From an optimization exercise on the open Yosys and OpenROAD flow, aimed at small area, a short achievable clock period and few clock cycles per item; shortcuts taken in it are not production practice. Only simulation tests tie the RTL to the original design; equivalence was not proved.

==> run P: inputs <==
// obb_top
module obb_top (
    input  logic        clk,
    input  logic        rst,
    input  logic        wb_cyc,
    input  logic        wb_stb,
    input  logic        wb_we,
    input  logic [5:0]  wb_adr,
    input  logic [31:0] wb_dat_i,
    output logic        wb_ack,
    output logic [31:0] wb_dat_o
);
    logic [479:0] pts;
    logic [143:0] axes;
    logic [2:0]   set;
    logic [167:0] cache;
    logic         fin;
    logic         bus_pt;
    logic [2:0]   bus_idx;
    logic [59:0]  lane_pt;
    obb_decode i_obb_decode (
        .clk      (clk),
        .rst      (rst),
        .wb_cyc   (wb_cyc),
        .wb_stb   (wb_stb),
        .wb_we    (wb_we),
        .wb_adr   (wb_adr),
        .wb_dat_i (wb_dat_i),
        .wb_ack   (wb_ack),
        .wb_dat_o (wb_dat_o),
        .pts      (pts),
        .axes     (axes),
        .set      (set),
        .cache    (cache),
        .fin      (fin),
        .bus_pt   (bus_pt),
        .bus_idx  (bus_idx),
        .lane_pt  (lane_pt)
    );
    obb_execute i_obb_execute (
        .clk   (clk),
        .rst   (rst),
        .pts   (pts),
        .axes  (axes),
        .set   (set),
        .cache (cache),
        .fin     (fin),
        .bus_pt  (bus_pt),
        .bus_idx (bus_idx),
        .lane_pt (lane_pt)
    );
endmodule
clock: 12.0 ns
lec_check: 0
cap_margin: 20
core_margin: 2
core_utilization: 40
slew_margin: 20
run.sh (not shown) runs the stock make flow with config.mk's settings and CLKGATE_MAP_FILE= SYNTH_SCRIPT=/design/flow/synth_recipe.tcl, a recipe that flattens the netlist after the stock synthesis.
==> run M (differences from run P) <==
--- a/flow/design.v
+++ b/flow/design.v
@@ -97,38 +97,27 @@
     always_comb begin
         sdata = '0;
         if (!radr[4]) begin
             sdata = {2'b00, radr[3] ? lane_pt[59:30] : lane_pt[29:0]};
         end else if (radr[3:0] < 4'd9) begin
             sdata = {{16{ax[radr[3:0]][15]}}, ax[radr[3:0]]};
         end
     end
-    logic       sel_st;
-    logic       sel_res;
-    logic [27:0] res;
-    assign sel_st  = wb_adr == 6'h1A;
-    assign sel_res = wb_adr[5:3] == 3'b100 && wb_adr[2:1] != 2'b11;
     always_comb begin
-        case (wb_adr[2:0])
-            3'd0:    res = pub[0];
-            3'd1:    res = pub[1];
-            3'd2:    res = pub[2];
-            3'd3:    res = pub[3];
-            3'd4:    res = pub[4];
-            default: res = pub[5];
-        endcase
-    end
-    always_comb begin
-        rdata    = sel_res ? {{4{res[27]}}, res} : 32'd0;
-        rdata[0] = rdata[0] || (sel_st && busy && !fin);
-        rdata[1] = rdata[1] || (sel_st && (done || (busy && fin)));
+        rdata = '0;
+        if (wb_adr == 6'h1A) begin
+            rdata[0] = busy && !fin;
+            rdata[1] = done || (busy && fin);
+        end else if (wb_adr[5:3] == 3'b100 && wb_adr[2:1] != 2'b11) begin
+            rdata = {{4{pub[wb_adr[2:0]][27]}}, pub[wb_adr[2:0]]};
+        end
     end
     always_ff @(posedge clk) begin
-        rdata_q <= rdata | (slow ? sdata : 32'd0);
+        rdata_q <= slow ? sdata : rdata;
     end
     assign wb_ack   = ack;
     assign wb_dat_o = rdata_q;
 endmodule
 `timescale 1ns/1ps
 module obb_execute (
     input  logic         clk,
     input  logic         rst,
@@ -151,26 +140,16 @@
     logic [IW-1:0] rd_idx;
     logic        rd_last;
     logic        abort;
     logic        pick;
     logic [1:0]  pick_ax;
     logic        s1_v, s1_first, s1_last;
     logic [1:0]  s1_ax;
     logic [29:0] s1_pt [0:NL-1];
-    logic [47:0] s1_axis;
-    logic        s2_v, s2_first, s2_last;
-    logic [1:0]  s2_ax;
-    logic [27:0] s2_sa [0:NL-1];
-    logic [27:0] s2_sb [0:NL-1];
-    logic        s3_v, s3_first, s3_last;
-    logic [1:0]  s3_ax;
-    logic signed [27:0] s3_p [0:NL-1];
-    logic        s4_last;
-    logic [1:0]  s4_ax;
     logic signed [27:0] wmin, wmax;
     logic [55:0] cache_q [0:2];
     assign rd_last = rd_act && rd_idx == IW'(NC - 1) && !bus_pt;
     assign abort   = rd_act && set[rd_ax];           
     assign pend    = dirty | set;
     assign pick    = (!rd_act || rd_last || abort) && pend != 3'b000;
     assign pick_ax = pend[0] ? 2'd0 : pend[1] ? 2'd1 : 2'd2;
     always_ff @(posedge clk) begin
@@ -193,37 +172,42 @@
                 rd_idx <= rd_idx + 1'b1;
             end
         end
     end
     always_ff @(posedge clk) begin
         if (rst) begin
             s1_v <= 1'b0;
         end else begin
-            s1_v <= rd_act && !bus_pt;
+            s1_v <= rd_act && !abort && !bus_pt;
         end
         s1_first <= rd_idx == '0;
-        s1_last  <= rd_idx == IW'(NC - 1);
+        s1_last  <= rd_last;
         s1_ax    <= rd_ax;
         s1_pt[0] <= lane_pt[29:0];
         s1_pt[1] <= lane_pt[59:30];
-        s1_axis  <= rd_ax == 2'd0 ? axes[47:0] : rd_ax == 2'd1 ? axes[95:48] : axes[143:96];
     end
     logic [2:0] sel;
     assign sel = bus_pt ? bus_idx : rd_idx;
     always_comb begin
         for (int j = 0; j < 2; j++) begin
             lane_pt[30*j +: 30] = '0;
             for (int c = 0; c < 8; c++) begin
                 if (sel == 3'(c)) begin
                     lane_pt[30*j +: 30] = pts[30 * (8*j + c) +: 30];
                 end
             end
         end
     end
+    logic [47:0] s1_axis;
+    assign s1_axis = s1_ax == 2'd0 ? axes[47:0] : s1_ax == 2'd1 ? axes[95:48] : axes[143:96];
+    logic        s2_v, s2_first, s2_last;
+    logic [1:0]  s2_ax;
+    logic [27:0] s2_sa [0:NL-1];
+    logic [27:0] s2_sb [0:NL-1];
     for (genvar j = 0; j < NL; j++) begin : g_lane
         logic [27:0] sa, sb;
         obb_dot i_obb_dot (
             .x  (s1_pt[j][9:0]),
             .y  (s1_pt[j][19:10]),
             .z  (s1_pt[j][29:20]),
             .ax (s1_axis[15:0]),
             .ay (s1_axis[31:16]),
@@ -235,52 +219,61 @@
             s2_sa[j] <= sa;
             s2_sb[j] <= sb;
         end
     end
     always_ff @(posedge clk) begin
         if (rst) begin
             s2_v <= 1'b0;
         end else begin
-            s2_v <= s1_v;
+            s2_v <= s1_v && !(abort && s1_ax == rd_ax);
         end
         s2_first <= s1_first;
         s2_last  <= s1_last;
         s2_ax    <= s1_ax;
     end
+    logic signed [27:0] p0, p1;
+    logic        s3_v, s3_first, s3_last;
+    logic [1:0]  s3_ax;
+    logic signed [27:0] s3_lo, s3_hi;
+    assign p0 = s2_sa[0] + s2_sb[0];
+    assign p1 = s2_sa[1] + s2_sb[1];
     always_ff @(posedge clk) begin
         if (rst) begin
             s3_v <= 1'b0;
         end else begin
-            s3_v <= s2_v;
+            s3_v <= s2_v && !(abort && s2_ax == rd_ax);
         end
         s3_first <= s2_first;
         s3_last  <= s2_last;
         s3_ax    <= s2_ax;
-        s3_p[0]  <= s2_sa[0] + s2_sb[0];
-        s3_p[1]  <= s2_sa[1] + s2_sb[1];
+        if (p0 < p1) begin
+            s3_lo <= p0;
+            s3_hi <= p1;
+        end else begin
+            s3_lo <= p1;
+            s3_hi <= p0;
+        end
     end
-    logic c01, l0, l1, g0, g1;
-    assign c01 = s3_p[0] < s3_p[1];
-    assign l0  = s3_p[0] < wmin;
-    assign l1  = s3_p[1] < wmin;
-    assign g0  = s3_p[0] > wmax;
-    assign g1  = s3_p[1] > wmax;
+    logic        s4_last;
+    logic [1:0]  s4_ax;
     always_ff @(posedge clk) begin
         if (rst) begin
             s4_last <= 1'b0;
         end else begin
-            s4_last <= s3_v && s3_last;
+            s4_last <= s3_v && s3_last && !(abort && s3_ax == rd_ax);
         end
         s4_ax <= s3_ax;
-        if (s3_v && (s3_first || (c01 ? l0 : l1))) begin
-            wmin <= c01 ? s3_p[0] : s3_p[1];
-        end
-        if (s3_v && (s3_first || (c01 ? g1 : g0))) begin
-            wmax <= c01 ? s3_p[1] : s3_p[0];
+        if (s3_v) begin
+            if (s3_first || s3_lo < wmin) begin
+                wmin <= s3_lo;
+            end
+            if (s3_first || s3_hi > wmax) begin
+                wmax <= s3_hi;
+            end
         end
     end
     logic signed [28:0] sum, dif;
     assign sum = wmax + wmin;
     assign dif = wmax - wmin;
     always_ff @(posedge clk) begin
         for (int a = 0; a < 3; a++) begin
             if (s4_last && s4_ax == 2'(a)) begin
==> qor.csv <==
metric;value;unit
status;timing/DRC/antenna clean;
core_area;0.195;mm²
holdWs;0.326;ns
area_growth;10.8;%
slowest_stage;dfxtp_1;
route.met2.wl;112;mm
nets;7516;
worstPathMaxFanout;20;
num-clock-buffers;189;
multi_input_area;0.0373;mm²
ys_ff_latch;1351;
initialDrtViolationCount;6281;
grtUsageMet1;33.5;%
grt_use_met3;3.93;%
# the run above: run P

==> qor.csv <==
metric;value;unit
grt_use_met3;4.76;%
nets;7418;
grtUsageMet1;33.4;%
cts_root_buf;clkbuf_16;
core_area;0.190;mm²
worstPathMaxFanout;66;
route.met2.wl;112;mm
ys_ff_latch;1303;
multi_input_area;0.0368;mm²
postSynthAreaPerCell;11.2;µm²
dp_hpwl;171;mm
slowest_stage;buf_4;
initialDrtViolationCount;6368;
status;timing/DRC/antenna clean;
busiest_layer;met2;
clkCellAreaFrac;5.42;%
# the run above: run M

Testbench counts of run P, summed over its fixed seeds: cycles 7,168, jobs 128.
Testbench counts of run M, summed over its fixed seeds: cycles 7,168, jobs 128.

[port drivers added, routing unchanged]
In the flow no input, the clock included, has a driving cell. The finished layouts below were timed again as built, in two steps.
Step 1 sets driving cells, clkbuf_16 on the clock port and buf_2 on the other inputs (assumed; they add their load-dependent delay and slew).
Step 2, shift: input delay + t, output delay - t, t = (earliest + latest rising clock arrival at the registers) / 2. This alone moves slack from input paths to output paths.
Three values: ideal ports, drivers, drivers and shift; two values: the first two.
| run | t, ns | slack for setup (ns) | pins driven straight from the clock port |
|---|---|---|---|
| run P | 0.873 | 6.295 / 6.295 / 6.204 | 1 |
| run M | 0.877 | 5.584 / 5.584 / 5.584 | 1 |
After both steps every run listed still meets setup and hold. For run P, which loses most, drivers alone change the setup slack by 0.000 ns; drivers and shift together by -0.091 ns.
